From an optimization exercise on the open Yosys and OpenROAD flow, aimed at small area, a short achievable clock period and few clock cycles; shortcuts taken in it are not production practice.
Function was checked by simulation only, so behaviour that the tests miss may differ from the original.
Power and IR drop assume default switching activity.

==> flow/design.v <==
package spa_pkg;
   localparam int MAX_TERMS = 16;
   localparam int CNT_W     = $clog2(MAX_TERMS + 1);
   localparam int ADDR_W    = (MAX_TERMS > 1) ? $clog2(MAX_TERMS) : 1;
   localparam int COEF_W    = 32;
   localparam int EXPO_W    = 16;
   localparam int TERM_W    = EXPO_W + COEF_W;
   localparam int SLOT_W    = TERM_W + 1;     
   localparam logic [2:0] CMD_CLEAR    = 3'd0;
   localparam logic [2:0] CMD_APPEND_A = 3'd1;
   localparam logic [2:0] CMD_APPEND_B = 3'd2;
   localparam logic [2:0] CMD_ADD      = 3'd3;
   localparam logic [2:0] CMD_SUB      = 3'd4;
   localparam logic [2:0] STATUS_OK         = 3'd0;
   localparam logic [2:0] STATUS_A_EMPTY    = 3'd1;
   localparam logic [2:0] STATUS_B_EMPTY    = 3'd2;
   localparam logic [2:0] STATUS_BOTH_EMPTY = 3'd3;
   localparam logic [2:0] STATUS_FULL       = 3'd4;
   localparam logic [1:0] MD_IDLE   = 2'd0;
   localparam logic [1:0] MD_MERGE  = 2'd1;
   localparam logic [1:0] MD_PASS_A = 2'd2;
   localparam logic [1:0] MD_PASS_B = 2'd3;
   function automatic logic signed [COEF_W-1:0] sat32(input logic signed [COEF_W:0] v);
      if (v[COEF_W] != v[COEF_W-1]) begin
         sat32 = v[COEF_W] ? {1'b1, {(COEF_W-1){1'b0}}} : {1'b0, {(COEF_W-1){1'b1}}};
      end else begin
         sat32 = v[COEF_W-1:0];
      end
   endfunction
endpackage
module spa_ram #(
   parameter int DEPTH = 16,
   parameter int WIDTH = 48
) (
   input  logic                                       clock,
   input  logic                                       wr_en,
   input  logic [((DEPTH > 1) ? $clog2(DEPTH) : 1)-1:0] wr_addr,
   input  logic [WIDTH-1:0]                           wr_data,
   input  logic [DEPTH-1:0]                           rd_sel,    
   output logic [WIDTH-1:0]                           rd_data,
   output logic [WIDTH-1:0]                           word0
);
   logic [WIDTH-1:0] mem_ff [DEPTH];
   always_ff @(posedge clock) begin
      if (wr_en) begin
         mem_ff[wr_addr] <= wr_data;
      end
   end
   always_comb begin
      rd_data = '0;
      for (int k = 0; k < DEPTH; k++) begin
         rd_data = rd_data | (mem_ff[k] & {WIDTH{rd_sel[k]}});
      end
   end
   assign word0   = mem_ff[0];
endmodule
module spa_ctrl (
   input  logic                          clock,
   input  logic                          reset,
   input  logic                          req_tvalid,
   output logic                          req_tready,
   input  logic [2:0]                    req_command,
   input  logic [spa_pkg::TERM_W-1:0]    req_term,
   input  logic                          rsp_tready,
   output logic                          rsp_tvalid,
   output logic [spa_pkg::TERM_W-1:0]    rsp_term,
   output logic [2:0]                    rsp_status,
   output logic                          rsp_last,
   output logic                          a_wr_en,
   output logic                          b_wr_en,
   output logic [spa_pkg::ADDR_W-1:0]    a_wr_addr,
   output logic [spa_pkg::ADDR_W-1:0]    b_wr_addr,
   output logic [spa_pkg::SLOT_W-1:0]    wr_data,
   output logic [spa_pkg::MAX_TERMS-1:0] a_rd_sel,
   output logic [spa_pkg::MAX_TERMS-1:0] b_rd_sel,
   input  logic [spa_pkg::SLOT_W-1:0]    a_rd_data,
   input  logic [spa_pkg::SLOT_W-1:0]    b_rd_data,
   input  logic [spa_pkg::SLOT_W-1:0]    a_word0,
   input  logic [spa_pkg::SLOT_W-1:0]    b_word0
);
   localparam int TW = spa_pkg::TERM_W;
   localparam int CW = spa_pkg::COEF_W;
   localparam int EW = spa_pkg::EXPO_W;
   localparam int NW = spa_pkg::CNT_W;
   localparam int MT = spa_pkg::MAX_TERMS;
   logic                 rdy_ff;
   logic                 i_valid_ff;
   logic [2:0]           i_cmd_ff;
   logic [TW-1:0]        i_data_ff;
   logic [NW-1:0]        cnt_a_ff, cnt_b_ff;
   logic                 clr_pend_ff;       
   logic [1:0]           mode_ff;
   logic                 neg_ff;
   logic [NW-1:0]        ia_ff, ib_ff;      
   logic [NW-1:0]        pa_ff, pb_ff;      
   logic [MT-1:0]        a_sel_ff, b_sel_ff;  
   logic                 a_stale_ff, b_stale_ff;  
   logic [TW:0]          a_cur_ff, b_cur_ff;   
   logic                 any_ff;            
   logic                 p_valid_ff, p_dec_ff;
   logic [EW-1:0]        p_expo_ff;
   logic [CW:0]          p_val_ff;
   logic [2:0]           p_status_ff;
   logic                 o_valid_ff, o_last_ff;
   logic [TW-1:0]        o_data_ff;
   logic [2:0]           o_status_ff;
   logic                 s_valid_ff, s_last_ff;
   logic [TW-1:0]        s_data_ff;
   logic [2:0]           s_status_ff;
   logic                 go, idle, consume, consume_clear;
   logic                 is_add, is_sub, is_merge_cmd, is_clear;
   logic                 start, active, neg_eff;
   logic [1:0]           step_mode;
   logic [TW-1:0]        op_a, op_b;
   logic                 va0, va1, vb0, vb1;
   logic                 za0, za1, zb0, zb1;
   logic signed [EW-1:0] ea, eb;
   logic                 a_gt, b_gt;
   logic                 cancel;
   logic                 prod, adv_a, adv_b, final_step, sel_b, sel_s;
   logic [1:0]           next_mode;
   assign go      = !s_valid_ff;
   assign idle    = mode_ff == spa_pkg::MD_IDLE;
   assign is_add       = i_cmd_ff == spa_pkg::CMD_ADD;
   assign is_sub       = i_cmd_ff == spa_pkg::CMD_SUB;
   assign is_clear     = i_cmd_ff == spa_pkg::CMD_CLEAR;
   assign is_merge_cmd = is_add || is_sub;
   assign consume       = go && idle && i_valid_ff && !(is_merge_cmd && (a_stale_ff || b_stale_ff));
   assign consume_clear = go && !idle && i_valid_ff && is_clear;
   assign start        = consume && is_merge_cmd && cnt_a_ff != '0 && cnt_b_ff != '0;
   assign active       = start || (go && !idle);
   assign neg_eff      = idle ? is_sub : neg_ff;
   assign step_mode    = idle ? spa_pkg::MD_MERGE : mode_ff;
   assign op_a = a_cur_ff[TW-1:0];
   assign op_b = b_cur_ff[TW-1:0];
   assign va0 = ia_ff < cnt_a_ff;
   assign va1 = pa_ff < cnt_a_ff;
   assign vb0 = ib_ff < cnt_b_ff;
   assign vb1 = pb_ff < cnt_b_ff;
   assign za0 = a_cur_ff[TW];
   assign zb0 = b_cur_ff[TW];
   assign za1 = a_rd_data[TW];
   assign zb1 = b_rd_data[TW];
   assign ea   = op_a[TW-1:CW];
   assign eb   = op_b[TW-1:CW];
   assign a_gt = ea > eb;
   assign b_gt = eb > ea;
   assign cancel = neg_eff ? (op_a[CW-1:0] == op_b[CW-1:0])
                           : (((op_a[CW-1:0] ^ op_b[CW-1:0]) ==
                               {(op_a[CW-2:0] | op_b[CW-2:0]), 1'b0}) &&
                              !(op_a[CW-1] && op_b[CW-1]));
   always_comb begin
      prod       = 1'b0;
      adv_a      = 1'b0;
      adv_b      = 1'b0;
      final_step = 1'b0;
      sel_b      = 1'b0;
      sel_s      = 1'b0;
      next_mode  = step_mode;
      case (step_mode)
         spa_pkg::MD_PASS_A: begin
            prod       = 1'b1;
            adv_a      = 1'b1;
            final_step = !va1;
         end
         spa_pkg::MD_PASS_B: begin
            prod       = 1'b1;
            adv_b      = 1'b1;
            sel_b      = 1'b1;
            final_step = !vb1;
         end
         default: begin
            if (!va0 || za0) begin
               next_mode = spa_pkg::MD_PASS_B;
               sel_b     = 1'b1;
               if (vb0) begin
                  prod       = 1'b1;
                  adv_b      = 1'b1;
                  final_step = !vb1;
               end else begin
                  final_step = 1'b1;
               end
            end else if (!vb0 || zb0) begin
               next_mode  = spa_pkg::MD_PASS_A;
               prod       = 1'b1;
               adv_a      = 1'b1;
               final_step = !va1;
            end else if (a_gt) begin
               prod  = 1'b1;
               adv_a = 1'b1;
            end else if (b_gt) begin
               prod  = 1'b1;
               adv_b = 1'b1;
               sel_b = 1'b1;
            end else begin
               prod       = !cancel;
               adv_a      = 1'b1;
               adv_b      = 1'b1;
               sel_s      = 1'b1;
               final_step = (!va1 || za1) && !vb1;
            end
         end
      endcase
   end
   logic       direct;
   logic [2:0] direct_status;
   logic       app_a, app_b;
   logic       a_full, b_full;
   assign a_full = cnt_a_ff == NW'(MT);
   assign b_full = cnt_b_ff == NW'(MT);
   assign app_a  = consume && i_cmd_ff == spa_pkg::CMD_APPEND_A && !a_full;
   assign app_b  = consume && i_cmd_ff == spa_pkg::CMD_APPEND_B && !b_full;
   always_comb begin
      direct        = 1'b0;
      direct_status = spa_pkg::STATUS_OK;
      if (consume) begin
         case (i_cmd_ff)
            spa_pkg::CMD_APPEND_A: begin
               direct        = 1'b1;
               direct_status = a_full ? spa_pkg::STATUS_FULL : spa_pkg::STATUS_OK;
            end
            spa_pkg::CMD_APPEND_B: begin
               direct        = 1'b1;
               direct_status = b_full ? spa_pkg::STATUS_FULL : spa_pkg::STATUS_OK;
            end
            spa_pkg::CMD_ADD, spa_pkg::CMD_SUB: begin
               if (cnt_a_ff == '0 && cnt_b_ff == '0) begin
                  direct        = 1'b1;
                  direct_status = spa_pkg::STATUS_BOTH_EMPTY;
               end else if (cnt_a_ff == '0) begin
                  direct        = 1'b1;
                  direct_status = spa_pkg::STATUS_A_EMPTY;
               end else if (cnt_b_ff == '0) begin
                  direct        = 1'b1;
                  direct_status = spa_pkg::STATUS_B_EMPTY;
               end
            end
            default: begin
            end
         endcase
      end
   end
   assign a_wr_en   = app_a;
   assign b_wr_en   = app_b;
   assign a_wr_addr = cnt_a_ff[spa_pkg::ADDR_W-1:0];
   assign b_wr_addr = cnt_b_ff[spa_pkg::ADDR_W-1:0];
   assign wr_data   = {i_data_ff[CW-1:0] == '0, i_data_ff};
   assign a_rd_sel  = a_sel_ff;
   assign b_rd_sel  = b_sel_ff;
   logic          m_prod, m_zero, any_prev;
   logic          new_valid, new_dec;
   logic [EW-1:0] new_expo;
   logic signed [CW:0] a_ext, b_ext, b_neg, ab_sum, new_val;
   logic          p_rel, rel_last, p_load;
   logic [TW-1:0] p_item;
   assign any_prev  = !idle && any_ff;
   assign m_prod    = active && prod;
   assign m_zero    = active && final_step && !prod && !any_prev;
   assign new_valid = m_prod || m_zero || direct;
   assign new_dec   = final_step || direct;
   assign a_ext     = {op_a[CW-1], op_a[CW-1:0]};
   assign b_ext     = {op_b[CW-1], op_b[CW-1:0]};
   assign b_neg     = -b_ext;
   assign ab_sum    = neg_eff ? (a_ext - b_ext) : (a_ext + b_ext);
   assign new_expo  = !m_prod ? '0 : sel_b ? op_b[TW-1:CW] : op_a[TW-1:CW];
   assign new_val   = !m_prod ? '0 : sel_s ? ab_sum : !sel_b ? a_ext : neg_eff ? b_neg : b_ext;
   assign p_rel    = go && p_valid_ff && (p_dec_ff || (active && (prod || final_step)));
   assign rel_last = p_dec_ff || !prod;
   assign p_load   = new_valid;
   assign p_item = {p_expo_ff, spa_pkg::sat32(p_val_ff)};
   logic          o_free;
   logic          i_valid_in, s_valid_in, o_valid_in, p_valid_in;
   logic [2:0]    i_cmd_in;
   logic [1:0]    mode_in;
   logic          merge_cmd_in, stale_in, reload;
   assign o_free     = !o_valid_ff || rsp_tready;
   assign i_valid_in = rdy_ff ? req_tvalid : (i_valid_ff && !consume_clear);
   assign i_cmd_in   = rdy_ff ? req_command : i_cmd_ff;
   assign s_valid_in = o_free ? 1'b0 : (s_valid_ff || p_rel);
   assign o_valid_in = o_free ? (s_valid_ff || p_rel) : 1'b1;
   assign p_valid_in = p_load ? 1'b1 : (p_rel ? 1'b0 : p_valid_ff);
   assign mode_in    = active ? (final_step ? spa_pkg::MD_IDLE : next_mode) : mode_ff;
   assign merge_cmd_in = i_cmd_in == spa_pkg::CMD_ADD || i_cmd_in == spa_pkg::CMD_SUB;
   assign stale_in   = (app_a && cnt_a_ff == '0) || (app_b && cnt_b_ff == '0);
   assign reload     = (idle && !start) || (active && final_step);
   always_ff @(posedge clock) begin
      if (reset) begin
         rdy_ff      <= 1'b1;
         i_valid_ff  <= 1'b0;
         cnt_a_ff    <= '0;
         cnt_b_ff    <= '0;
         clr_pend_ff <= 1'b0;
         mode_ff     <= spa_pkg::MD_IDLE;
         ia_ff       <= '0;
         ib_ff       <= '0;
         pa_ff       <= NW'(1);
         pb_ff       <= NW'(1);
         a_sel_ff    <= MT'(2);
         b_sel_ff    <= MT'(2);
         a_stale_ff  <= 1'b0;
         b_stale_ff  <= 1'b0;
         any_ff      <= 1'b0;
         p_valid_ff  <= 1'b0;
         o_valid_ff  <= 1'b0;
         s_valid_ff  <= 1'b0;
      end else begin
         rdy_ff     <= !i_valid_in || !s_valid_in &&
                       (mode_in == spa_pkg::MD_IDLE && !(merge_cmd_in && stale_in) ||
                        i_cmd_in == spa_pkg::CMD_CLEAR);
         a_stale_ff <= app_a && cnt_a_ff == '0;
         b_stale_ff <= app_b && cnt_b_ff == '0;
         i_valid_ff <= i_valid_in;
         mode_ff    <= mode_in;
         p_valid_ff <= p_valid_in;
         o_valid_ff <= o_valid_in;
         s_valid_ff <= s_valid_in;
         if ((consume && is_clear) || (active && final_step && (clr_pend_ff || consume_clear))) begin
            cnt_a_ff <= '0;
            cnt_b_ff <= '0;
         end else begin
            if (app_a) cnt_a_ff <= cnt_a_ff + 1'b1;
            if (app_b) cnt_b_ff <= cnt_b_ff + 1'b1;
         end
         clr_pend_ff <= (clr_pend_ff || consume_clear) && !(active && final_step);
         if (active) begin
            any_ff <= !final_step && (any_prev || prod);
            if (final_step) begin
               ia_ff     <= '0;
               ib_ff     <= '0;
               pa_ff     <= NW'(1);
               pb_ff     <= NW'(1);
               a_sel_ff  <= MT'(2);
               b_sel_ff  <= MT'(2);
            end else begin
               if (adv_a) begin
                  ia_ff     <= ia_ff + 1'b1;
                  pa_ff     <= pa_ff + 1'b1;
                  a_sel_ff  <= a_sel_ff << 1;
               end
               if (adv_b) begin
                  ib_ff     <= ib_ff + 1'b1;
                  pb_ff     <= pb_ff + 1'b1;
                  b_sel_ff  <= b_sel_ff << 1;
               end
            end
         end
      end
   end
   always_ff @(posedge clock) begin
      if (rdy_ff) begin
         i_cmd_ff  <= req_command;
         i_data_ff <= req_term;
      end
      if (start) begin
         neg_ff <= is_sub;
      end
      if (reload) begin
         a_cur_ff <= a_word0;
         b_cur_ff <= b_word0;
      end else begin
         if (active && adv_a) begin
            a_cur_ff <= a_rd_data;
         end
         if (active && adv_b) begin
            b_cur_ff <= b_rd_data;
         end
      end
      if (p_load) begin
         p_expo_ff   <= new_expo;
         p_val_ff    <= new_val;
         p_status_ff <= direct ? direct_status : spa_pkg::STATUS_OK;
         p_dec_ff    <= new_dec;
      end
      if (o_free) begin
         if (s_valid_ff) begin
            o_data_ff   <= s_data_ff;
            o_status_ff <= s_status_ff;
            o_last_ff   <= s_last_ff;
         end else begin
            o_data_ff   <= p_item;
            o_status_ff <= p_status_ff;
            o_last_ff   <= rel_last;
         end
      end else if (!s_valid_ff) begin
         s_data_ff   <= p_item;
         s_status_ff <= p_status_ff;
         s_last_ff   <= rel_last;
      end
   end
   assign req_tready = rdy_ff;
   assign rsp_tvalid = o_valid_ff;
   assign rsp_term   = o_data_ff;
   assign rsp_status = o_status_ff;
   assign rsp_last   = o_last_ff;
endmodule
module sparse_polynomial_add_subtract (
   input  logic        clock,
   input  logic        reset,
   input  logic        req_tvalid,
   output logic        req_tready,
   input  logic [47:0] req_tdata,    
   input  logic [2:0]  req_tuser,    
   output logic        rsp_tvalid,
   input  logic        rsp_tready,
   output logic [47:0] rsp_tdata,    
   output logic [2:0]  rsp_tuser,    
   output logic        rsp_tlast
);
   logic                       a_wr_en, b_wr_en;
   logic [spa_pkg::ADDR_W-1:0] a_wr_addr, b_wr_addr;
   logic [spa_pkg::MAX_TERMS-1:0] a_rd_sel, b_rd_sel;
   logic [spa_pkg::SLOT_W-1:0] wr_data, a_rd_data, b_rd_data, a_word0, b_word0;
   spa_ram #(.DEPTH(spa_pkg::MAX_TERMS), .WIDTH(spa_pkg::SLOT_W)) u_store_a (
      .clock   (clock),
      .wr_en   (a_wr_en),
      .wr_addr (a_wr_addr),
      .wr_data (wr_data),
      .rd_sel  (a_rd_sel),
      .rd_data (a_rd_data),
      .word0   (a_word0)
   );
   spa_ram #(.DEPTH(spa_pkg::MAX_TERMS), .WIDTH(spa_pkg::SLOT_W)) u_store_b (
      .clock   (clock),
      .wr_en   (b_wr_en),
      .wr_addr (b_wr_addr),
      .wr_data (wr_data),
      .rd_sel  (b_rd_sel),
      .rd_data (b_rd_data),
      .word0   (b_word0)
   );
   spa_ctrl u_ctrl (
      .clock       (clock),
      .reset       (reset),
      .req_tvalid  (req_tvalid),
      .req_tready  (req_tready),
      .req_command (req_tuser),
      .req_term    (req_tdata),
      .rsp_tready  (rsp_tready),
      .rsp_tvalid  (rsp_tvalid),
      .rsp_term    (rsp_tdata),
      .rsp_status  (rsp_tuser),
      .rsp_last    (rsp_tlast),
      .a_wr_en     (a_wr_en),
      .b_wr_en     (b_wr_en),
      .a_wr_addr   (a_wr_addr),
      .b_wr_addr   (b_wr_addr),
      .wr_data     (wr_data),
      .a_rd_sel    (a_rd_sel),
      .b_rd_sel    (b_rd_sel),
      .a_rd_data   (a_rd_data),
      .b_rd_data   (b_rd_data),
      .a_word0     (a_word0),
      .b_word0     (b_word0)
   );
endmodule
==> flow/flow/run.sh <==
#!/bin/bash
set -euo pipefail
bash standard.sh SETUP_SLACK_MARGIN=6.8 finish > standard.log 2>&1
==> flow/standard.sh <==
#!/bin/bash
# synth_recipe.tcl (not shown) runs the flow's synth.tcl, then flattens the netlist and writes it again
# the make line also repeats each setting of config.mk as NAME=value (left out here)
make -C /OpenROAD-flow-scripts/flow DESIGN_CONFIG=/design/flow/config.mk WORK_HOME=/design/flow/orfs CLKGATE_MAP_FILE= SYNTH_SCRIPT=/design/flow/synth_recipe.tcl "${@:-finish}"
==> flow/config.mk <==
export PLATFORM = sky130hd
export DESIGN_NAME = sparse_polynomial_add_subtract
export DESIGN_NICKNAME = sparse_polynomial_add_subtract
export VERILOG_FILES = /design/flow/design.v
export SDC_FILE = /design/flow/constraint.sdc
export NUM_CORES = 4
export LEC_CHECK = 0
export CAP_MARGIN = 20
export CORE_MARGIN = 2
export CORE_UTILIZATION = 60
export SLEW_MARGIN = 20
==> flow/constraint.sdc <==
create_clock -name core_clock -period 10.5 [get_ports {clock}]
set_input_delay 2.1000 -clock core_clock [delete_from_list [all_inputs] [get_ports {clock}]]
set_output_delay 2.1000 -clock core_clock [all_outputs]
set_load 0.01 [all_outputs]
==> results of run 1 <==
## placed cells by master (no fill, tap or decap), drive strengths merged, types with 20 or more instances in the layout
| cell | instances |
|---|---|
| edfxtp | 1872 |
| buf | 164 |
| xnor2 | 92 |
| a221oi | 101 |
| nor2b | 20 |
| clkdlybuf4s50 | 53 |
| nand2 | 196 |
| mux2 | 25 |
| nand4 | 26 |
| a22oi | 411 |
| dlygate4sd2 | 54 |
| a211oi | 26 |
| o21ai | 115 |
| nor4 | 32 |
| ha | 140 |
| a22o | 98 |
| nor2 | 336 |
| clkinv | 80 |
| a222oi | 98 |
| nand3 | 242 |
| nor3 | 40 |
| o211ai | 40 |
| clkbuf | 252 |
| a21oi | 252 |
| dfxtp | 74 |
| inv | 135 |
## cell families (layout without fill, tap and decap cells)
family,Yosys count,after routing,share of synthesized area [%]
xor+xnor,105,105,1.21
simple gates,944,950,5.67
fa+ha+maj,142,142,2.36
buf+inv,426,751,2.22
flops,1946,1946,75.9
other cells,0,6,0
compound gates,1269,1269,12.2
mux,33,33,0.475
## through the flow
stage	cell area [um^2]	hold WS (ns)	cells	total power [mW]	utilization, %
final	86500	0.497	6852	15.8	68.8
after CTS	85800	0.493	6810	15.8	68.2
after floorplan	76200	0.452	4865	9.10	-
after global placement	79300	0.470	6447	9.39	63.0
after detailed placement	79300	0.480	6450	9.39	63.1
after global routing	86500	0.514	6846	16.2	68.8
## power by group through the flow
stage | clock network, mW | registers (mW) | logic (mW)
6_report | 6.51 | 8.64 | 0.629
5_1_grt | 6.85 | 8.64 | 0.663
4_1_cts | 6.55 | 8.65 | 0.582
3_5_place_dp | 0 | 8.82 | 0.577
3_3_place_gp | 0 | 8.81 | 0.578
2_1_floorplan | 0 | 8.83 | 0.274
## area by class of cell
| type | instances | area, um^2 |
|---|---|---|
| flip-flops and latches | 1946 | 57700 |
| multi-input cells | 2499 | 17700 |
| inverters | 130 | 490 |
| well taps | 1650 | 2060 |
| clock buffers | 251 | 5110 |
| fillers | 8486 | 39200 |
| repair buffers | 272 | 2610 |
| diodes | 6 | 15.0 |
| clock inverters | 98 | 778 |
## metal layers
layer  global-route usage, %  vias to the layer above  part of all wire (%)
li1                        -                    19729                     -
met2                    53.2                     3165                    46
met5                       0                        -                     0
met1                    52.6                    24099                    40
met4                    9.99                        0                   2.9
met3                    5.70                      385                    11
## sequential cells by signal (all words and copies together), names as in the netlist, 2 cells and up
register	count
u_store_a.mem_ff	784
u_store_b.mem_ff	784
u_ctrl.i_data_ff	48
u_ctrl.pa_ff	5
u_ctrl.p_expo_ff	16
u_ctrl.cnt_a_ff	5
u_ctrl.cnt_b_ff	5
u_ctrl.ia_ff	5
u_ctrl.ib_ff	5
u_ctrl.b_sel_ff	15
u_ctrl.s_status_ff	3
u_ctrl.pb_ff	5
u_ctrl.a_cur_ff	49
u_ctrl.o_data_ff	48
u_ctrl.a_sel_ff	15
u_ctrl.p_val_ff	33
u_ctrl.o_status_ff	3
u_ctrl.p_status_ff	3
u_ctrl.i_cmd_ff	3
u_ctrl.b_cur_ff	49
u_ctrl.mode_ff	2
u_ctrl.s_data_ff	48
## worst reg2reg max path, cell delays in order (launching register included)
cell and delay [ns]:
edfxtp_1 0.47, inv_2 0.15, ha_2 0.37, a211oi_1 0.27
a211oi_1 0.08, a311o_1 0.40, o41ai_4 0.36, buf_4 0.21
a211o_1 0.23, a21oi_1 0.09, o21ai_1 0.29, xor2_1 0.28
o21ai_1 0.19
## worst paths after layout
| check | startpoint | to | slack, ns | cells past startpoint |
|---|---|---|---|---|
| hold / removal | u_ctrl.any_ff | u_ctrl.any_ff | 0.50 | 2 |
| setup / recovery | u_ctrl.b_cur_ff[9] | u_ctrl.p_val_ff[30] | 6.82 | 12 |
| hold reg to reg | u_ctrl.any_ff | u_ctrl.any_ff | 0.50 | 2 |
| setup reg to reg | u_ctrl.b_cur_ff[9] | u_ctrl.p_val_ff[30] | 6.82 | 12 |
## timing repair
item | CTS | global route
hold buffers | 0 | 0
pin swaps | 9 | 17
gates cloned | 4 | 4
buffers inserted | 7 | 21
setup endpoints to repair | 629 | 868
resized for setup | 166 | 69
==> flow_metrics.tcl, run 1 <==
set metrics [dict create \
    power.switching_mw 3.36 \
    swShare_pct 21.3 \
    gp_congestion 0.932 \
    crit_buf_inv 2 \
    drv_cap 0 \
    post-route-period-util_pct 35.1 \
    crit_family "compound AO/OA/AOI/OAI gates" \
    syn-num-nets 5062 \
    clock_latency_ns 0.83 \
    dp_hpwl_um 126000 \
    syn_to_final_growth_pct 13.8 \
    setup_slack_ns 6.82 \
    antenna_found_initial 10 \
    synthTopCellsByCount "edfxtp_1 (1872), a22oi_1 (402), nor2_1 (333)" \
    hp-class "register to register" \
    yosys.area.top_type "edfxtp_1" \
    worstPathRequired_ns 11.02 \
    clock_power_share_pct 41.3 \
    ys_dominant_reg_cell "edfxtp_1" \
    rsz0062_at_grt "true" \
    path_max_fanout 11 \
    clk_path_buf_depth 3 \
    worst_setup_path_start_kind "register" \
    critPathKind "register to register" \
    power.share.combinational_pct 4.0 \
    pre_cts_ws_ns 5.45 \
    via_count 47378 \
    io_buffer_count 108 \
    layout_min_cycle_time_ns 3.68 \
    grt_max_degree 92 \
    cts.clk_slew.worst_paths_ns 0.06 \
    synth_area_leaders "edfxtp_1 (74%), a22oi_1 (4.0%), ha_1 (2.3%), dfxtp_1 (1.9%), a21oi_1 (1.7%)" \
    ys_async_sr_fraction_pct 0 \
    power_density_nw_per_um2 182 \
    io_pins 109 \
    drive_gt1_share_pct 12.5 \
    grt_pass1_wl_um 324000 \
    core.rowCount 130 \
    finalMaxSlewViolations 0 \
    clock.fmax_ghz 0.272 \
    fin_nets 5236 \
    core_area_um2 126000 \
    die_x_um 360 \
    wl_um 230000 \
    ctsHtreeMaxLevel 4 \
    synth_edf_count 1872 \
    setup_viol 0 \
    cp_data_arrival_time_ns 4.20 \
    syn_inst 4865 \
    die_area_um2 130000 \
    wl_per_cell_um 33.5 \
    ys_types 88 \
    ant_nets 0 \
    ir_drop_mv 0.182 \
    grt_usage_pct 34.9 \
    die_y_um 360 \
    cts_inserted_buffers 190 \
    cp_slowest_cell "edfxtp_1" \
    crit_chain "inv_2 > ha_2 > a211oi_1 > a211oi_1 > a311o_1 > o41ai_4 > buf_4 > a211o_1 > a21oi_1 > o21ai_1 > xor2_1 > o21ai_1" \
    first_iter_violations 7703 \
    synth_warnings 2 \
    pwr-share-seq_pct 54.7 \
    yosysMostFrequentCell "edfxtp_1" \
    start_util_pct 60.5 \
    yosys.area.top_type_share_pct 73.9 \
    cts_tree "built" \
    hold_violations 0 \
    yosysSeqAreaShare_pct 75.9 \
    ctsRootBufferMaster "clkbuf_16" \
    worstSetupEndpointType "register" \
    netlist_area_um2 76100 \
    overflow 0 \
    max_stage_delay_ns 0.47 \
    clock_sink_count 1946 \
    tns_ns 0 \
    first_pass_iters 9 \
    drc 0 \
    fin_skew_ns 0.0321 \
    p_int_mw 12.4 \
    avgSynthCellArea_um2 15.6 \
    tightest_slew_ns 1.15 \
    synth_seq_cells 1946 \
    grt_pass1_vias 44342 \
    outcome "finished clean" \
    slew_headroom_pct 23.3 \
    viasPerCell 6.91 \
    leakagePower_nw 28.4 \
]
Testbench counts, summed over its fixed seeds: cycles 29,326.
==> inputs of run 2 (changes only) <==
--- a/flow/design.v
+++ b/flow/design.v
@@ -205,11 +205,12 @@
    logic       direct;
    logic [2:0] direct_status;
    logic       app_a, app_b;
+   logic       app_a_ff, app_b_ff;
    logic       a_full, b_full;
    assign a_full = cnt_a_ff == NW'(MT);
    assign b_full = cnt_b_ff == NW'(MT);
-   assign app_a  = consume && i_cmd_ff == spa_pkg::CMD_APPEND_A && !a_full;
-   assign app_b  = consume && i_cmd_ff == spa_pkg::CMD_APPEND_B && !b_full;
+   assign app_a  = app_a_ff;
+   assign app_b  = app_b_ff;
    always_comb begin
       direct        = 1'b0;
       direct_status = spa_pkg::STATUS_OK;
@@ -273,6 +274,8 @@
    logic [2:0]    i_cmd_in;
    logic [1:0]    mode_in;
    logic          merge_cmd_in, stale_in, reload;
+   logic          clr_now, consume_in;
+   logic [NW-1:0] cnt_a_in, cnt_b_in;
    assign o_free     = !o_valid_ff || rsp_tready;
    assign i_valid_in = rdy_ff ? req_tvalid : (i_valid_ff && !consume_clear);
    assign i_cmd_in   = rdy_ff ? req_command : i_cmd_ff;
@@ -283,6 +286,11 @@
    assign merge_cmd_in = i_cmd_in == spa_pkg::CMD_ADD || i_cmd_in == spa_pkg::CMD_SUB;
    assign stale_in   = (app_a && cnt_a_ff == '0) || (app_b && cnt_b_ff == '0);
    assign reload     = (idle && !start) || (active && final_step);
+   assign clr_now    = (consume && is_clear) || (active && final_step && (clr_pend_ff || consume_clear));
+   assign cnt_a_in   = clr_now ? '0 : cnt_a_ff + NW'(app_a);
+   assign cnt_b_in   = clr_now ? '0 : cnt_b_ff + NW'(app_b);
+   assign consume_in = !s_valid_in && mode_in == spa_pkg::MD_IDLE && i_valid_in &&
+                       !(merge_cmd_in && stale_in);
    always_ff @(posedge clock) begin
       if (reset) begin
          rdy_ff      <= 1'b1;
@@ -299,6 +307,8 @@
          b_sel_ff    <= MT'(2);
          a_stale_ff  <= 1'b0;
          b_stale_ff  <= 1'b0;
+         app_a_ff    <= 1'b0;
+         app_b_ff    <= 1'b0;
          any_ff      <= 1'b0;
          p_valid_ff  <= 1'b0;
          o_valid_ff  <= 1'b0;
@@ -314,13 +324,10 @@
          p_valid_ff <= p_valid_in;
          o_valid_ff <= o_valid_in;
          s_valid_ff <= s_valid_in;
-         if ((consume && is_clear) || (active && final_step && (clr_pend_ff || consume_clear))) begin
-            cnt_a_ff <= '0;
-            cnt_b_ff <= '0;
-         end else begin
-            if (app_a) cnt_a_ff <= cnt_a_ff + 1'b1;
-            if (app_b) cnt_b_ff <= cnt_b_ff + 1'b1;
-         end
+         cnt_a_ff   <= cnt_a_in;
+         cnt_b_ff   <= cnt_b_in;
+         app_a_ff   <= consume_in && i_cmd_in == spa_pkg::CMD_APPEND_A && cnt_a_in != NW'(MT);
+         app_b_ff   <= consume_in && i_cmd_in == spa_pkg::CMD_APPEND_B && cnt_b_in != NW'(MT);
          clr_pend_ff <= (clr_pend_ff || consume_clear) && !(active && final_step);
          if (active) begin
             any_ff <= !final_step && (any_prev || prod);
@@ -381,7 +388,8 @@
             o_status_ff <= p_status_ff;
             o_last_ff   <= rel_last;
          end
-      end else if (!s_valid_ff) begin
+      end
+      if (!s_valid_ff) begin
          s_data_ff   <= p_item;
          s_status_ff <= p_status_ff;
          s_last_ff   <= rel_last;
==> flow_metrics.tcl, run 2 <==
set metrics [dict create \
    synth_warnings 2 \
    nFillCells 8579 \
    wl_per_cell_um 33.2 \
    synth_area_leaders "edfxtp_1 (72%), a22oi_1 (3.9%), dfxtp_1 (3.4%), ha_1 (2.3%), nand3_1 (1.6%)" \
    drc 0 \
    yosys.area.top_type "edfxtp_1" \
    reg_top3 "u_store_a.mem_ff (784), u_store_b.mem_ff (784)" \
    ys_types 85 \
    io_buffer_count 108 \
    hold-path-endpoint "u_ctrl.s_last_ff" \
    clock_latency_ns 0.85 \
    fin_cells 6924 \
    worstSetupEndpointType "register" \
    wl_um 230000 \
    ys_async_sr_fraction_pct 0 \
    hold_violations 0 \
    first_iter_violations 7151 \
    syn_inst 4866 \
    finalMaxSlewViolations 0 \
    layout_common_cells "edfxtp_1 (1820), a22oi_1 (395), nand2_1 (243)" \
    synthTopCellsByCount "edfxtp_1 (1820), a22oi_1 (395), nor2_1 (270)" \
    overflow 0 \
    slew_headroom_pct 23.4 \
    clk_path_buf_depth 3 \
    power.share.combinational_pct 2.0 \
    avgSynthCellArea_um2 15.5 \
    via_count 47367 \
    synth_edf_count 1820 \
    dp_hpwl_um 123000 \
    core_area_um2 125000 \
    die_area_um2 129000 \
    drv_cap 0 \
    worst-r2r-cell-count 13 \
    die_y_um 359 \
    clock.fmax_ghz 0.266 \
    tightest_slew_ns 1.15 \
    layout_commonest_cell "edfxtp_1" \
    dp_cells 6461 \
    worstHoldPathCells 2 \
    reg2reg_to "u_ctrl.p_val_ff[3]" \
    post-route-period-util_pct 35.9 \
    yosys.area.top_type_share_pct 72.3 \
    path_max_fanout 7 \
    die_x_um 359 \
    core.rowCount 130 \
    tns_ns 0 \
    antenna_found_initial 5 \
    outcome "finished clean" \
    ctsHtreeMaxLevel 4 \
    critPathKind "register to register" \
    ctsRootBufferMaster "clkbuf_16" \
    yosysMostFrequentCell "edfxtp_1" \
    worst_setup_path_start_kind "register" \
    ant_nets 0 \
    setup_slack_ns 6.74 \
    rsz0062_at_grt "true" \
    layout_min_cycle_time_ns 3.76 \
    clock_sink_count 1948 \
    gp_congestion 0.938 \
    io_pins 109 \
    dpl_cell_area_um2 78800 \
    worstPathRequired_ns 11.02 \
    ff2ff_setup_slack_ns 6.74 \
    syn-num-nets 5059 \
    fin_skew_ns 0.0545 \
    pwr-share-seq_pct 54.5 \
    fin_nets 5301 \
    power_density_nw_per_um2 181 \
    pre_cts_ws_ns 5.36 \
    setup_viol 0 \
    synth_seq_cells 1948 \
    p_int_mw 12.5 \
    grt_max_degree 75 \
    finalInstanceArea_um2 86800 \
    hold_start "u_ctrl.s_last_ff" \
    grt_pass1_vias 45503 \
    syn_to_final_growth_pct 14.9 \
    leakagePower_nw 29.2 \
    drive_gt1_share_pct 13.6 \
    netlist_area_um2 75600 \
    first_pass_iters 8 \
    start_util_pct 60.3 \
    ir_drop_mv 0.185 \
    cts.clk_slew.worst_paths_ns 0.06 \
    cts_hold_buf 0 \
    grt_pass1_wl_um 327000 \
    cts_tree "built" \
    cp_data_arrival_time_ns 4.29 \
    power.switching_mw 3.17 \
    cts_inserted_buffers 188 \
    yosysSeqAreaShare_pct 75.7 \
    ys_dominant_reg_cell "edfxtp_1" \
    grt_usage_pct 35.5 \
    viasPerCell 6.84 \
    swShare_pct 20.2 \
    clock_power_share_pct 43.6 \
    hp-class "register to register" \
    rr_startpoint "u_ctrl.b_cur_ff[21]" \
]
==> run 2: cell type report <==
class / instances / area [um^2] / area share, %
clock inverters: 104 / 1210 / 1.39
inverters: 127 / 477 / 0.549
well taps: 1650 / 2060 / 2.38
flip-flops and latches: 1948 / 57300 / 65.9
repair buffers: 327 / 3010 / 3.46
diodes: 5 / 12.5 / 0.0144
multi-input cells: 2516 / 17700 / 20.4
clock buffers: 247 / 5090 / 5.86
==> run 2: power groups by stage <==
stage	Combinational (mW)	Sequential [mW]	Clock [mW]
after floorplan	0.0919	8.74	0
after global placement	0.258	8.73	0
after detailed placement	0.261	8.73	0
after CTS	0.273	8.56	6.88
after global routing	0.322	8.55	7.21
final	0.306	8.55	6.84
==> run 2: worst max path at each step <==
stage               cells past startpoint                  end           startpoint  slack (ns)
floorplan                              10   u_ctrl.a_cur_ff[0]  u_ctrl.a_cur_ff[35]        6.85
global placement                       11  u_ctrl.b_cur_ff[24]  u_ctrl.b_cur_ff[35]        5.58
detailed placement                     11   u_ctrl.a_cur_ff[4]  u_ctrl.a_cur_ff[47]        5.36
CTS                                    11   u_ctrl.p_val_ff[3]  u_ctrl.b_cur_ff[21]        6.72
global route                           13   u_ctrl.p_val_ff[3]  u_ctrl.a_cur_ff[18]        6.70
finish                                 13   u_ctrl.p_val_ff[3]  u_ctrl.b_cur_ff[21]        6.74
==> run 2: routing by layer <==
| metal | global-route usage (%) | part of all wire, % | vias up |
|---|---|---|---|
| met4 | 12.0 | 3.6 | 2 |
| met5 | 0 | 0.0043 | - |
| met3 | 6.38 | 11 | 430 |
| li1 | - | - | 19873 |
| met1 | 51.3 | 39 | 24009 |
| met2 | 55.1 | 46 | 3053 |
==> run 2: logic make-up after synthesis <==
group                    Yosys count  share of synthesized area [%]
multiplexers                      32                          0.465
buffers and inverters            412                           2.13
AO/OA/AOI/OAI                   1292                           12.4
adder cells (fa/ha/maj)          138                           2.30
XOR/XNOR                         100                           1.16
AND/OR/NAND/NOR                  944                           5.78
flip-flops                      1948                           75.7
==> run 2: per-stage QoR <==
stage	total power, mW	hold WS (ns)	utilization [%]
3_3_place_gp	8.99	0.436	62.9
3_5_place_dp	8.99	0.450	62.9
6_report	15.7	0.466	69.3
2_1_floorplan	8.83	0.426	-
5_1_grt	16.1	0.488	69.3
4_1_cts	15.7	0.459	68.8
==> run 2: repair_timing <==
item	4_1_cts	5_1_grt
pin swaps	19	16
cloned	12	2
resized for setup	167	51
setup buffers	45	36
endpoints found under the setup margin	405	328
==> run 2: worst max-delay path, cell delays in order (launching register included) <==
cell and delay, ns:
edfxtp_1 0.55, inv_2 0.15, ha_4 0.22, or2_4 0.27, nor4b_4 0.30, nand2_2 0.12, or4_4 0.60, a2111oi_4 0.34
buf_4 0.18, nor3_2 0.04, buf_4 0.18, nor2_4 0.12, buf_12 0.22, nand2_8 0.18
Testbench counts of run 2, summed over its fixed seeds: cycles 29,326.
==> inputs of run 3 (changes only) <==
--- a/flow/design.v
+++ b/flow/design.v
@@ -91,7 +91,6 @@
    logic                 clr_pend_ff;       
    logic [1:0]           mode_ff;
    logic                 neg_ff;
-   logic [NW-1:0]        ia_ff, ib_ff;      
    logic [NW-1:0]        pa_ff, pb_ff;      
    logic [MT-1:0]        a_sel_ff, b_sel_ff;  
    logic                 a_stale_ff, b_stale_ff;  
@@ -99,7 +98,11 @@
    logic                 any_ff;            
    logic                 p_valid_ff, p_dec_ff;
    logic [EW-1:0]        p_expo_ff;
-   logic [CW:0]          p_val_ff;
+   localparam int LW = 16;                   
+   localparam int HW = CW + 1 - LW;          
+   logic [LW-1:0]        p_lo_ff;
+   logic                 p_c_ff;
+   logic [HW-1:0]        p_h0_ff, p_h1_ff;   
    logic [2:0]           p_status_ff;
    logic                 o_valid_ff, o_last_ff;
    logic [TW-1:0]        o_data_ff;
@@ -113,6 +116,7 @@
    logic [1:0]           step_mode;
    logic [TW-1:0]        op_a, op_b;
    logic                 va0, va1, vb0, vb1;
+   logic                 va0_ff, va1_ff, vb0_ff, vb1_ff;
    logic                 za0, za1, zb0, zb1;
    logic signed [EW-1:0] ea, eb;
    logic                 a_gt, b_gt;
@@ -133,10 +137,10 @@
    assign step_mode    = idle ? spa_pkg::MD_MERGE : mode_ff;
    assign op_a = a_cur_ff[TW-1:0];
    assign op_b = b_cur_ff[TW-1:0];
-   assign va0 = ia_ff < cnt_a_ff;
-   assign va1 = pa_ff < cnt_a_ff;
-   assign vb0 = ib_ff < cnt_b_ff;
-   assign vb1 = pb_ff < cnt_b_ff;
+   assign va0 = va0_ff;
+   assign va1 = va1_ff;
+   assign vb0 = vb0_ff;
+   assign vb1 = vb1_ff;
    assign za0 = a_cur_ff[TW];
    assign zb0 = b_cur_ff[TW];
    assign za1 = a_rd_data[TW];
@@ -251,7 +255,12 @@
    logic          m_prod, m_zero, any_prev;
    logic          new_valid, new_dec;
    logic [EW-1:0] new_expo;
-   logic signed [CW:0] a_ext, b_ext, b_neg, ab_sum, new_val;
+   logic [CW:0]   a_ext, b_ext, b_inv;
+   logic [LW:0]   lo_ab, lo_b;
+   logic [LW-1:0] new_lo;
+   logic          new_c;
+   logic [HW-1:0] a_hi, bi_hi, s_hi0, s_hi1, b_hi1;
+   logic [HW-1:0] new_h0, new_h1, p_hi;
    logic          p_rel, rel_last, p_load;
    logic [TW-1:0] p_item;
    assign any_prev  = !idle && any_ff;
@@ -261,14 +270,24 @@
    assign new_dec   = final_step || direct;
    assign a_ext     = {op_a[CW-1], op_a[CW-1:0]};
    assign b_ext     = {op_b[CW-1], op_b[CW-1:0]};
-   assign b_neg     = -b_ext;
-   assign ab_sum    = neg_eff ? (a_ext - b_ext) : (a_ext + b_ext);
+   assign b_inv     = neg_eff ? ~b_ext : b_ext;
+   assign lo_ab     = {1'b0, a_ext[LW-1:0]} + {1'b0, b_inv[LW-1:0]} + (LW+1)'(neg_eff);
+   assign lo_b      = {1'b0, b_inv[LW-1:0]} + (LW+1)'(neg_eff);
    assign new_expo  = !m_prod ? '0 : sel_b ? op_b[TW-1:CW] : op_a[TW-1:CW];
-   assign new_val   = !m_prod ? '0 : sel_s ? ab_sum : !sel_b ? a_ext : neg_eff ? b_neg : b_ext;
+   assign new_lo    = !m_prod ? '0 : sel_s ? lo_ab[LW-1:0] : sel_b ? lo_b[LW-1:0] : a_ext[LW-1:0];
+   assign new_c     = m_prod && (sel_s ? lo_ab[LW] : sel_b && lo_b[LW]);
+   assign a_hi      = a_ext[CW:LW];
+   assign bi_hi     = b_inv[CW:LW];
+   assign s_hi0     = a_hi + bi_hi;
+   assign s_hi1     = a_hi + bi_hi + 1'b1;
+   assign b_hi1     = bi_hi + 1'b1;
+   assign new_h0    = !m_prod ? '0 : sel_s ? s_hi0 : sel_b ? bi_hi : a_hi;
+   assign new_h1    = !m_prod ? '0 : sel_s ? s_hi1 : sel_b ? b_hi1 : a_hi;
    assign p_rel    = go && p_valid_ff && (p_dec_ff || (active && (prod || final_step)));
    assign rel_last = p_dec_ff || !prod;
    assign p_load   = new_valid;
-   assign p_item = {p_expo_ff, spa_pkg::sat32(p_val_ff)};
+   assign p_hi   = p_c_ff ? p_h1_ff : p_h0_ff;
+   assign p_item = {p_expo_ff, spa_pkg::sat32({p_hi, p_lo_ff})};
    logic          o_free;
    logic          i_valid_in, s_valid_in, o_valid_in, p_valid_in;
    logic [2:0]    i_cmd_in;
@@ -299,8 +318,6 @@
          cnt_b_ff    <= '0;
          clr_pend_ff <= 1'b0;
          mode_ff     <= spa_pkg::MD_IDLE;
-         ia_ff       <= '0;
-         ib_ff       <= '0;
          pa_ff       <= NW'(1);
          pb_ff       <= NW'(1);
          a_sel_ff    <= MT'(2);
@@ -309,6 +326,10 @@
          b_stale_ff  <= 1'b0;
          app_a_ff    <= 1'b0;
          app_b_ff    <= 1'b0;
+         va0_ff      <= 1'b0;
+         va1_ff      <= 1'b0;
+         vb0_ff      <= 1'b0;
+         vb1_ff      <= 1'b0;
          any_ff      <= 1'b0;
          p_valid_ff  <= 1'b0;
          o_valid_ff  <= 1'b0;
@@ -326,26 +347,37 @@
          s_valid_ff <= s_valid_in;
          cnt_a_ff   <= cnt_a_in;
          cnt_b_ff   <= cnt_b_in;
+         if (reload) begin
+            va0_ff <= cnt_a_in != '0;
+            va1_ff <= cnt_a_in > NW'(1);
+            vb0_ff <= cnt_b_in != '0;
+            vb1_ff <= cnt_b_in > NW'(1);
+         end else if (active) begin
+            if (adv_a) begin
+               va0_ff <= va1_ff;
+               va1_ff <= ({1'b0, pa_ff} + 1'b1) < {1'b0, cnt_a_ff};
+            end
+            if (adv_b) begin
+               vb0_ff <= vb1_ff;
+               vb1_ff <= ({1'b0, pb_ff} + 1'b1) < {1'b0, cnt_b_ff};
+            end
+         end
          app_a_ff   <= consume_in && i_cmd_in == spa_pkg::CMD_APPEND_A && cnt_a_in != NW'(MT);
          app_b_ff   <= consume_in && i_cmd_in == spa_pkg::CMD_APPEND_B && cnt_b_in != NW'(MT);
          clr_pend_ff <= (clr_pend_ff || consume_clear) && !(active && final_step);
          if (active) begin
             any_ff <= !final_step && (any_prev || prod);
             if (final_step) begin
-               ia_ff     <= '0;
-               ib_ff     <= '0;
                pa_ff     <= NW'(1);
                pb_ff     <= NW'(1);
                a_sel_ff  <= MT'(2);
                b_sel_ff  <= MT'(2);
             end else begin
                if (adv_a) begin
-                  ia_ff     <= ia_ff + 1'b1;
                   pa_ff     <= pa_ff + 1'b1;
                   a_sel_ff  <= a_sel_ff << 1;
                end
                if (adv_b) begin
-                  ib_ff     <= ib_ff + 1'b1;
                   pb_ff     <= pb_ff + 1'b1;
                   b_sel_ff  <= b_sel_ff << 1;
                end
@@ -374,7 +406,10 @@
       end
       if (p_load) begin
          p_expo_ff   <= new_expo;
-         p_val_ff    <= new_val;
+         p_lo_ff     <= new_lo;
+         p_c_ff      <= new_c;
+         p_h0_ff     <= new_h0;
+         p_h1_ff     <= new_h1;
          p_status_ff <= direct ? direct_status : spa_pkg::STATUS_OK;
          p_dec_ff    <= new_dec;
       end
==> flow/flow/run.sh (replaced) <==
#!/bin/bash
set -euo pipefail
bash standard.sh SETUP_SLACK_MARGIN=6.9 finish > standard.log 2>&1
--- a/flow/config.mk
+++ b/flow/config.mk
@@ -8,4 +8,6 @@
 export CAP_MARGIN = 20
 export CORE_MARGIN = 2
 export CORE_UTILIZATION = 60
+export CTS_CLUSTER_DIAMETER = 60
+export CTS_CLUSTER_SIZE = 20
 export SLEW_MARGIN = 20
==> flow_metrics.tcl, run 3 <==
set metrics [dict create \
    ctsRootBufferMaster "clkbuf_16" \
    synth_area_leaders "edfxtp_1 (74%), a22oi_1 (4.3%), dfxtp_1 (3.3%), ha_1 (1.6%), nand3_1 (1.6%)" \
    layout_commonest_cell "edfxtp_1" \
    die_y_um 357 \
    synth_seq_cells 1960 \
    cts_inserted_buffers 138 \
    finalPower_mw 16.2 \
    gp_congestion 0.919 \
    clock.fmax_ghz 0.258 \
    first_iter_violations 7434 \
    clock_sink_count 1960 \
    worst-r2r-cell-count 16 \
    io_buffer_count 108 \
    die_x_um 357 \
    yosys.area.top_type "edfxtp_1" \
    overflow 0 \
    layout_common_cells "edfxtp_1 (1838), a22oi_1 (427), nor2_1 (257), nand2_1 (257), nand3_1 (232)" \
    ir_drop_mv 0.164 \
    first_pass_iters 8 \
    syn_inst 4703 \
    via_count 45094 \
    syn_to_final_growth_pct 12.6 \
    clk_path_buf_depth 3 \
    fin_util_pct 68.2 \
    power_density_nw_per_um2 192 \
    ant_nets 0 \
    rr_startpoint "u_ctrl.i_cmd_ff[1]" \
    grt_max_degree 84 \
    worstSetupEndpointType "register" \
    synth_warnings 2 \
    die_area_um2 128000 \
    critPathKind "register to register" \
    cp_data_arrival_time_ns 4.39 \
    grt_pass1_wl_um 310000 \
    leakagePower_nw 28.1 \
    yosysMostFrequentCell "edfxtp_1" \
    grt_pass1_vias 42447 \
    outcome "finished clean" \
    worst_hold_slack_ns 0.470 \
    ys_types 95 \
    antenna_found_initial 10 \
    worstPathRequired_ns 11.01 \
    wl_um 220000 \
    yosysSeqAreaShare_pct 76.9 \
    tightest_slew_ns 1.14 \
    drive_gt1_share_pct 12.7 \
    dp_hpwl_um 122000 \
    reg2reg_to "u_ctrl.p_h1_ff[11]" \
    cts_hold_buf 0 \
    syn-num-nets 4855 \
    layout_min_cycle_time_ns 3.88 \
    ys_dominant_reg_cell "edfxtp_1" \
    viasPerCell 6.82 \
    hp-class "register to register" \
    endpoint "u_ctrl.p_h1_ff[11]" \
    path_max_fanout 7 \
    fin_skew_ns 0.0419 \
    finalMaxSlewViolations 0 \
    drc 0 \
    slew_headroom_pct 24.1 \
    yosys.area.top_type_share_pct 73.6 \
    post-route-period-util_pct 36.9 \
    setup_slack_ns 6.62 \
    critPathLaunch "u_ctrl.i_cmd_ff[1]" \
    netlist_area_um2 75000 \
    synthTopCellsByCount "edfxtp_1 (1838), a22oi_1 (427), nor2_1 (285)" \
    io_pins 109 \
    worst_setup_path_start_kind "register" \
    rsz0062_at_grt "true" \
    start_util_pct 60.6 \
    grt_usage_pct 34.4 \
    core_area_um2 124000 \
    wl_per_cell_um 33.3 \
    setup_viol 0 \
    ctsHtreeMaxLevel 4 \
    hold_violations 0 \
    drv_cap 0 \
    clock_latency_ns 0.78 \
    ff2ff_setup_slack_ns 6.62 \
    cts.clk_slew.worst_paths_ns 0.08 \
    fin_nets 5025 \
    pre_cts_ws_ns 5.77 \
    synth_edf_count 1838 \
    ys_async_sr_fraction_pct 0 \
    core.rowCount 129 \
    cts_tree "built" \
    reg_top3 "u_store_a.mem_ff (784), u_store_b.mem_ff (784)" \
    avgSynthCellArea_um2 15.9 \
    tns_ns 0 \
]
-- run 3: worst min-delay path by stage --
stage | startpoint | endpoint | slack, ns | cells after the start
global placement | u_ctrl.any_ff | u_ctrl.any_ff | 0.44 | 2
finish | u_ctrl.any_ff | u_ctrl.any_ff | 0.47 | 2
floorplan | u_ctrl.s_data_ff[30] | u_ctrl.s_data_ff[30] | 0.43 | 2
CTS | u_ctrl.any_ff | u_ctrl.any_ff | 0.47 | 2
global route | u_ctrl.any_ff | u_ctrl.any_ff | 0.48 | 2
detailed placement | u_ctrl.any_ff | u_ctrl.any_ff | 0.46 | 2
-- run 3: per-stage QoR --
| stage | std cells | cell area [um^2] |
|---|---|---|
| final | 6615 | 84400 |
| after global placement | 6308 | 78400 |
| after CTS | 6578 | 83500 |
| after floorplan | 4703 | 75100 |
| after detailed placement | 6309 | 78400 |
| after global routing | 6613 | 84400 |
-- run 3: layer usage --
metal / global-route usage, % / vias up / share of wire (%)
met3: 6.76 / 324 / 12
met1: 51.6 / 22875 / 40
met2: 52.6 / 2835 / 46
met5: 0 / - / 0.026
li1: - / 19054 / -
met4: 8.87 / 6 / 2.6
-- run 3: timing repair --
item,CTS,global route
endpoints found under the setup margin,333,277
cloned,3,4
setup buffers,24,20
resized for setup,136,118
pin swaps,21,29
-- run 3: kinds of logic after synthesis --
family	share of synthesized area (%)
buffers and inverters	1.93
flip-flops	76.9
AND/OR/NAND/NOR	5.91
AO/OA/AOI/OAI	11.3
multiplexers	0.701
adder cells (fa/ha/maj)	1.65
XOR/XNOR	1.64
-- run 3: power by group --
part           leakage (nW)  internal [mW]  switching, mW
combinational          8.00          0.703           1.07
sequential             17.9           8.77          0.160
clock                  2.18           2.77           2.70
-- run 3: worst max-delay path, stage by stage, from the launching register on --
cell and delay [ns]:
dfxtp_4 0.37, nor3b_4 0.27, mux2i_4 0.13, buf_12 0.17, xnor2_4 0.20, ha_2 0.23
inv_2 0.05, fa_2 0.37, buf_4 0.16, buf_12 0.12, xnor2_4 0.14, nand3_2 0.10
or4b_4 0.52, nor3_4 0.26, nand2_1 0.11, xor2_1 0.16, o2111a_1 0.26
-- run 3: cell type report --
cell class	count	area (um^2)
antenna	3	7.51
timing repair buffer	290	2740
clock inverter	72	731
inverter	106	398
sequential	1960	57700
multi-input combinational	2377	17100
clock buffer	170	3770
tap	1637	2050
fill	8324	39400
Testbench counts of run 3, summed over its fixed seeds: cycles 29,326.
==> inputs of run 4 (changes only) <==
--- a/flow/design.v
+++ b/flow/design.v
@@ -318,10 +318,6 @@
          cnt_b_ff    <= '0;
          clr_pend_ff <= 1'b0;
          mode_ff     <= spa_pkg::MD_IDLE;
-         pa_ff       <= NW'(1);
-         pb_ff       <= NW'(1);
-         a_sel_ff    <= MT'(2);
-         b_sel_ff    <= MT'(2);
          a_stale_ff  <= 1'b0;
          b_stale_ff  <= 1'b0;
          app_a_ff    <= 1'b0;
@@ -367,25 +363,25 @@
          clr_pend_ff <= (clr_pend_ff || consume_clear) && !(active && final_step);
          if (active) begin
             any_ff <= !final_step && (any_prev || prod);
-            if (final_step) begin
-               pa_ff     <= NW'(1);
-               pb_ff     <= NW'(1);
-               a_sel_ff  <= MT'(2);
-               b_sel_ff  <= MT'(2);
-            end else begin
-               if (adv_a) begin
-                  pa_ff     <= pa_ff + 1'b1;
-                  a_sel_ff  <= a_sel_ff << 1;
-               end
-               if (adv_b) begin
-                  pb_ff     <= pb_ff + 1'b1;
-                  b_sel_ff  <= b_sel_ff << 1;
-               end
-            end
          end
       end
    end
    always_ff @(posedge clock) begin
+      if (reload) begin
+         pa_ff    <= NW'(1);
+         pb_ff    <= NW'(1);
+         a_sel_ff <= MT'(2);
+         b_sel_ff <= MT'(2);
+      end else if (active) begin
+         if (adv_a) begin
+            pa_ff    <= pa_ff + 1'b1;
+            a_sel_ff <= a_sel_ff << 1;
+         end
+         if (adv_b) begin
+            pb_ff    <= pb_ff + 1'b1;
+            b_sel_ff <= b_sel_ff << 1;
+         end
+      end
       if (rdy_ff) begin
          i_cmd_ff  <= req_command;
          i_data_ff <= req_term;
==> flow_metrics.tcl, run 4 <==
set metrics [dict create \
    path_max_fanout 8 \
    grt_usage_pct 34.6 \
    fin_nets 4885 \
    worst-r2r-cell-count 17 \
    syn_inst 4530 \
    clock.fmax_ghz 0.261 \
    dp_hpwl_um 118000 \
    dp_cells 6130 \
    first_iter_violations 7141 \
    synthTopCellsByCount "edfxtp_1 (1838), nor2_1 (272), clkbuf_1 (200)" \
    pre_cts_ws_ns 5.79 \
    yosys.area.top_type "edfxtp_1" \
    ys_dominant_reg_cell "edfxtp_1" \
    swShare_pct 20.4 \
    post-route-period-util_pct 36.5 \
    p_int_mw 11.4 \
    first_pass_iters 26 \
    hp-class "register to register" \
    worstPathRequired_ns 11.02 \
    reg2reg_to "u_ctrl.p_h1_ff[15]" \
    worst_setup_path_start_kind "register" \
    antenna_found_initial 3 \
    clock_latency_ns 0.80 \
    avgSynthCellArea_um2 16.5 \
    overflow 0 \
    pwr-share-seq_pct 60.1 \
    hold-path-endpoint "u_ctrl.s_data_ff[39]" \
    yosysMostFrequentCell "edfxtp_1" \
    ys_async_sr_fraction_pct 0 \
    power.switching_mw 2.92 \
    dpl_cell_area_um2 78400 \
    hold_violations 0 \
    ys_types 84 \
    io_pins 109 \
    fin_cells 6453 \
    clock_sink_count 1960 \
    io_buffer_count 108 \
    yosysSeqAreaShare_pct 77.0 \
    start_util_pct 60.5 \
    via_count 45193 \
    layout_common_cells "edfxtp_1 (1838), nor2_1 (244), a22oi_1 (198), a22o_1 (198), a221oi_1 (196)" \
    reg_top3 "u_store_a.mem_ff (784), u_store_b.mem_ff (784)" \
    wl_per_cell_um 34.6 \
    grt_pass1_wl_um 311000 \
    synth_area_leaders "edfxtp_1 (74%), dfxtp_1 (3.3%), a22o_1 (2.3%), a221oi_1 (2.3%), a22oi_1 (2.0%)" \
    drive_gt1_share_pct 13.2 \
    synth_seq_cells 1960 \
    fin_skew_ns 0.0356 \
    outcome "finished clean" \
    tns_ns 0 \
    synth_edf_count 1838 \
    grt_pass1_vias 42588 \
    wl_um 224000 \
    grt_max_degree 78 \
    ctsRootBufferMaster "clkbuf_16" \
    syn-num-nets 4682 \
    drv_cap 0 \
    syn_to_final_growth_pct 13.1 \
    setup_viol 0 \
    worstHoldPathCells 1 \
    ir_drop_mv 0.192 \
    hold_start "u_ctrl.s_data_ff[39]" \
    ff2ff_setup_slack_ns 6.67 \
    ant_nets 0 \
    gp_congestion 0.886 \
    power_density_nw_per_um2 169 \
    setup_slack_ns 6.67 \
    rsz0062_at_grt "true" \
    die_y_um 357 \
    cts_inserted_buffers 134 \
    tightest_slew_ns 1.21 \
    cts_tree "built" \
    leakagePower_nw 27.2 \
    synth_warnings 2 \
    die_x_um 357 \
    finalInstanceArea_um2 84700 \
    core_area_um2 124000 \
    critPathKind "register to register" \
    rr_startpoint "u_ctrl.i_cmd_ff[0]" \
    drc 0 \
    layout_commonest_cell "edfxtp_1" \
    die_area_um2 128000 \
    cts_hold_buf 0 \
    yosys.area.top_type_share_pct 73.7 \
    clk_path_buf_depth 3 \
    ctsHtreeMaxLevel 4 \
    core.rowCount 129 \
    slew_headroom_pct 19.4 \
    finalMaxSlewViolations 0 \
    cts.clk_slew.worst_paths_ns 0.08 \
    clock_power_share_pct 37.2 \
    netlist_area_um2 74900 \
    layout_min_cycle_time_ns 3.83 \
    viasPerCell 7.00 \
    power.share.combinational_pct 2.7 \
    worstSetupEndpointType "register" \
    cp_data_arrival_time_ns 4.35 \
]
## run 4: cell count changes after synthesis, moves of 13 or more
cell / before / now
a22oi_1: 427 / 198
nand3_1: 233 / 35
a22o_1: 98 / 198
a221oi_1: 99 / 197
a41oi_1: 0 / 97
and3_1: 16 / 111
o21ai_0: 155 / 61
nand2_1: 261 / 192
a21oi_1: 82 / 106
xnor2_1: 88 / 109
clkbuf_1: 184 / 200
buf_1: 34 / 20
mux2i_1: 24 / 38
nor2_1: 285 / 272
## run 4: what timing repair did
item / in CTS / in global routing
gates cloned: 9 / 8
setup endpoints to repair: 397 / 307
gates resized for setup: 143 / 74
pin swaps: 24 / 27
buffers inserted: 49 / 23
## run 4: routing by layer
metal | GRT usage (%) | share of wire (%)
met1 | 51.2 | 40
met2 | 53.5 | 46
met3 | 7.08 | 12
met4 | 8.19 | 2.0
met5 | 0 | 0
## run 4: critical path, cell delays in order (launching register included)
cell	delay, ns
dfxtp_4	0.35
nor3b_4	0.29
a21oi_4	0.11
buf_12	0.17
xnor2_4	0.13
ha_2	0.22
inv_2	0.06
fa_2	0.22
nor2b_2	0.05
o31a_1	0.37
o41ai_4	0.31
xor2_2	0.13
nor3_2	0.25
nand4_1	0.19
buf_4	0.19
nor4_4	0.29
xnor2_1	0.15
a211oi_1	0.09
## run 4: layout make-up
class | count | area [um^2]
clock buffers | 159 | 3520
diodes | 3 | 7.51
clock inverters | 57 | 702
well taps | 1637 | 2050
inverters | 104 | 393
fillers | 8222 | 39100
repair buffers | 337 | 3490
multi-input cells | 2196 | 16800
flip-flops and latches | 1960 | 57700
## run 4: how the worst max path moves through the flow
stage / from / to / slack [ns] / cells past startpoint
after detailed placement: u_ctrl.mode_ff[1] / u_ctrl.p_h1_ff[16] / 5.79 / 16
final: u_ctrl.i_cmd_ff[0] / u_ctrl.p_h1_ff[15] / 6.67 / 17
after global placement: u_ctrl.mode_ff[1] / u_ctrl.p_h1_ff[16] / 5.86 / 16
after floorplan: u_ctrl.a_cur_ff[47] / u_ctrl.p_c_ff / 6.27 / 8
after global routing: u_ctrl.i_cmd_ff[0] / u_ctrl.p_h1_ff[15] / 6.50 / 17
after CTS: u_ctrl.i_cmd_ff[1] / u_ctrl.p_h1_ff[16] / 6.76 / 17
## run 4: logic make-up after synthesis
group	Yosys count	share of synthesized area, %
fa+ha+maj	97	1.64
compound gates	1123	12.0
simple gates	770	4.86
buf+inv	374	1.99
mux	59	0.829
flops	1960	77.0
xor+xnor	147	1.72
## run 4: through the flow
| step | utilization (%) | hold WS [ns] | power, mW |
|---|---|---|---|
| after floorplan | - | 0.429 | 8.95 |
| after global placement | 63.3 | 0.454 | 9.10 |
| after detailed placement | 63.3 | 0.458 | 9.11 |
| after CTS | 67.5 | 0.479 | 14.3 |
| after global routing | 68.4 | 0.490 | 14.7 |
| final | 68.4 | 0.474 | 14.3 |
## run 4: power by group through the flow
stage	Combinational (mW)	Clock (mW)	Sequential, mW
6_report	0.383	5.33	8.60
5_1_grt	0.411	5.65	8.61
4_1_cts	0.329	5.38	8.62
3_5_place_dp	0.304	0	8.80
3_3_place_gp	0.297	0	8.80
2_1_floorplan	0.140	0	8.81
Testbench counts of run 4, summed over its fixed seeds: cycles 29,326.
==> inputs of run 5 (changes only) <==
--- a/flow/design.v
+++ b/flow/design.v
@@ -90,7 +90,7 @@
    logic [NW-1:0]        cnt_a_ff, cnt_b_ff;
    logic                 clr_pend_ff;       
    logic [1:0]           mode_ff;
-   logic                 neg_ff;
+   logic                 neg_ff;            
    logic [NW-1:0]        pa_ff, pb_ff;      
    logic [MT-1:0]        a_sel_ff, b_sel_ff;  
    logic                 a_stale_ff, b_stale_ff;  
@@ -133,7 +133,7 @@
    assign consume_clear = go && !idle && i_valid_ff && is_clear;
    assign start        = consume && is_merge_cmd && cnt_a_ff != '0 && cnt_b_ff != '0;
    assign active       = start || (go && !idle);
-   assign neg_eff      = idle ? is_sub : neg_ff;
+   assign neg_eff      = neg_ff;
    assign step_mode    = idle ? spa_pkg::MD_MERGE : mode_ff;
    assign op_a = a_cur_ff[TW-1:0];
    assign op_b = b_cur_ff[TW-1:0];
@@ -386,8 +386,8 @@
          i_cmd_ff  <= req_command;
          i_data_ff <= req_term;
       end
-      if (start) begin
-         neg_ff <= is_sub;
+      if (reset || mode_in == spa_pkg::MD_IDLE) begin
+         neg_ff <= i_cmd_in == spa_pkg::CMD_SUB;
       end
       if (reload) begin
          a_cur_ff <= a_word0;
==> flow/flow/run.sh (replaced) <==
#!/bin/bash
set -euo pipefail
bash standard.sh SETUP_SLACK_MARGIN=7.0 finish > standard.log 2>&1
==> flow_metrics.tcl, run 5 <==
set metrics [dict create \
    multi_input_area_um2 17600 \
    fin_util_pct 69.3 \
    synthTopCellsByCount "edfxtp_1 (1838), nor2_1 (294), clkbuf_1 (213)" \
    ctsHtreeMaxLevel 4 \
    ys_async_sr_fraction_pct 0 \
    rsz0062_at_grt "true" \
    fin_nets 4897 \
    hp-class "register to register" \
    gp_congestion 0.925 \
    reg_top3 "u_store_a.mem_ff (784), u_store_b.mem_ff (784)" \
    drc 0 \
    p_int_mw 15.0 \
    worst_hold_slack_ns 0.462 \
    clock.fmax_ghz 0.272 \
    die_area_um2 128000 \
    setup_viol 0 \
    first_iter_violations 7336 \
    seqCellArea_um2 57700 \
    wl_per_cell_um 35.3 \
    cts_inserted_buffers 142 \
    avgSynthCellArea_um2 16.6 \
    layout_common_cells "edfxtp_1 (1838), nor2_1 (261), a22oi_1 (207)" \
    outcome "finished clean" \
    cts.clk_slew.worst_paths_ns 0.08 \
    synth_seq_cells 1960 \
    clock_power_share_pct 24.9 \
    ys_types 88 \
    drv_cap 0 \
    die_x_um 357 \
    yosysSeqAreaShare_pct 76.9 \
    first_pass_iters 9 \
    ir_drop_mv 0.188 \
    start_util_pct 60.5 \
    ys_dominant_reg_cell "edfxtp_1" \
    die_y_um 357 \
    tns_ns 0 \
    finalMaxSlewViolations 0 \
    cts_hold_buf 0 \
    power.share.combinational_pct 29.1 \
    path_max_fanout 5 \
    cts_tree "built" \
    cp_data_arrival_time_ns 4.25 \
    leakagePower_nw 27.4 \
    power.switching_mw 7.29 \
    viasPerCell 7.00 \
    pwr-share-seq_pct 46.0 \
    dpl_cell_area_um2 78600 \
    critPathKind "register to register" \
    layout_commonest_cell "edfxtp_1" \
]
run 5: cell count changes in the layout (fill, tap and decap cells not counted), sizes merged, moves of 11 or more:
cell,change
nand2,-51
xnor2,-50
buf,+49
xor2,+49
dlygate4sd2,-41
a21oi,-21
nor2,+18
mux2i,+15
a311oi,-13
a22oi,+11
run 5: worst paths after layout:
check	start	to	slack, ns	cells past startpoint
worst max register to register	u_ctrl.neg_ff	u_ctrl.p_h1_ff[15]	6.83	14
worst min register to register	u_ctrl.s_last_ff	u_ctrl.s_last_ff	0.46	2
worst min-delay path	u_ctrl.s_last_ff	u_ctrl.s_last_ff	0.46	2
worst max-delay path	u_ctrl.neg_ff	u_ctrl.p_h1_ff[15]	6.83	14
run 5: layout make-up:
type                            count  area share, %
Antenna cell                        1        0.00292
Clock buffer                      166           4.32
Clock inverter                     67          0.921
Inverter                          110          0.486
Multi-Input combinational cell   2183           20.5
Sequential cell                  1960           67.3
Tap cell                         1637           2.39
Timing Repair Buffer              345           4.09
Timing Repair inverter              1        0.00584
run 5: kinds of logic after synthesis:
family                     Yosys count  synth area share (%)
xor gates and xnor gates           146                  1.71
DFF                               1960                  76.9
and+or+nand+nor                    767                  4.91
muxes                               78                  1.08
AOI/OAI and AO/OA                 1092                  11.8
adders and majority gates           99                  1.67
buffers and inverters              374                  1.94
run 5: power groups by stage:
stage          Sequential, mW  Combinational [mW]  Clock [mW]
4_1_cts                  10.3                5.91        5.57
3_3_place_gp             10.4                5.01           0
3_5_place_dp             10.4                5.06           0
2_1_floorplan            10.5                3.06           0
6_report                 10.2                6.48        5.54
5_1_grt                  10.3                6.84        5.84
run 5: stage by stage:
| stage | worst slack (ns) | instances | total power [mW] |
|---|---|---|---|
| global placement | 5.63 | 6132 | 15.4 |
| finish | 6.83 | 6470 | 22.3 |
| floorplan | 5.78 | 4516 | 13.5 |
| global route | 6.73 | 6469 | 23.0 |
| CTS | 6.91 | 6424 | 21.8 |
| detailed placement | 5.54 | 6134 | 15.5 |
run 5: critical path, stage by stage (launching register included):
cell	delay [ns]
edfxtp_1	0.43
buf_6	0.15
buf_12	0.14
xor2_4	0.23
inv_1	0.09
fa_2	0.44
nor2b_4	0.16
o21ai_1	0.08
a21oi_2	0.20
nand3_2	0.11
nand4b_1	0.28
a2111o_1	0.49
nor4_4	0.20
xnor2_1	0.12
a221oi_2	0.35
run 5: timing repair:
item	in CTS	in global routing
buffers inserted	40	27
endpoints found under the hold margin	0	0
gates resized for setup	371	88
pin swaps	33	36
gates cloned	17	7
setup endpoints to repair	368	299
run 5: routing by layer:
layer / vias up / wire length (um) / GRT usage (%)
li1: 18765 / - / -
met1: 23286 / 90900 / 52.0
met2: 2891 / 104000 / 53.6
met3: 344 / 25900 / 7.23
met4: 10 / 7040 / 10.9
met5: - / 73 / 0
Testbench counts of run 5, summed over its fixed seeds: cycles 29,326.

==> re-timing with driven ports <==
In the flow no input, the clock included, has a driving cell. The finished layouts below were timed again as built, in two steps. Step 1, drivers: a clkbuf_16 drives clock and a buf_2 each remaining input, both assumed. Step 2, shift: input delay + t, output delay - t, t = (earliest + latest rising clock arrival at the registers) / 2. This alone moves slack from input paths to output paths. Three values: no drivers, after step 1, after step 2; two values: the first two.
run	t (ns)	setup slack, ns
run 1	0.884	6.820 / 6.769 / 6.097
run 2	0.897	6.735 / 6.705 / 6.161
run 3	0.845	6.621 / 6.621 / 6.547
run 4	0.869	6.670 / 6.670 / 6.555
run 5	0.853	6.826 / 6.826 / 6.328
After both steps every run listed still meets setup and hold.
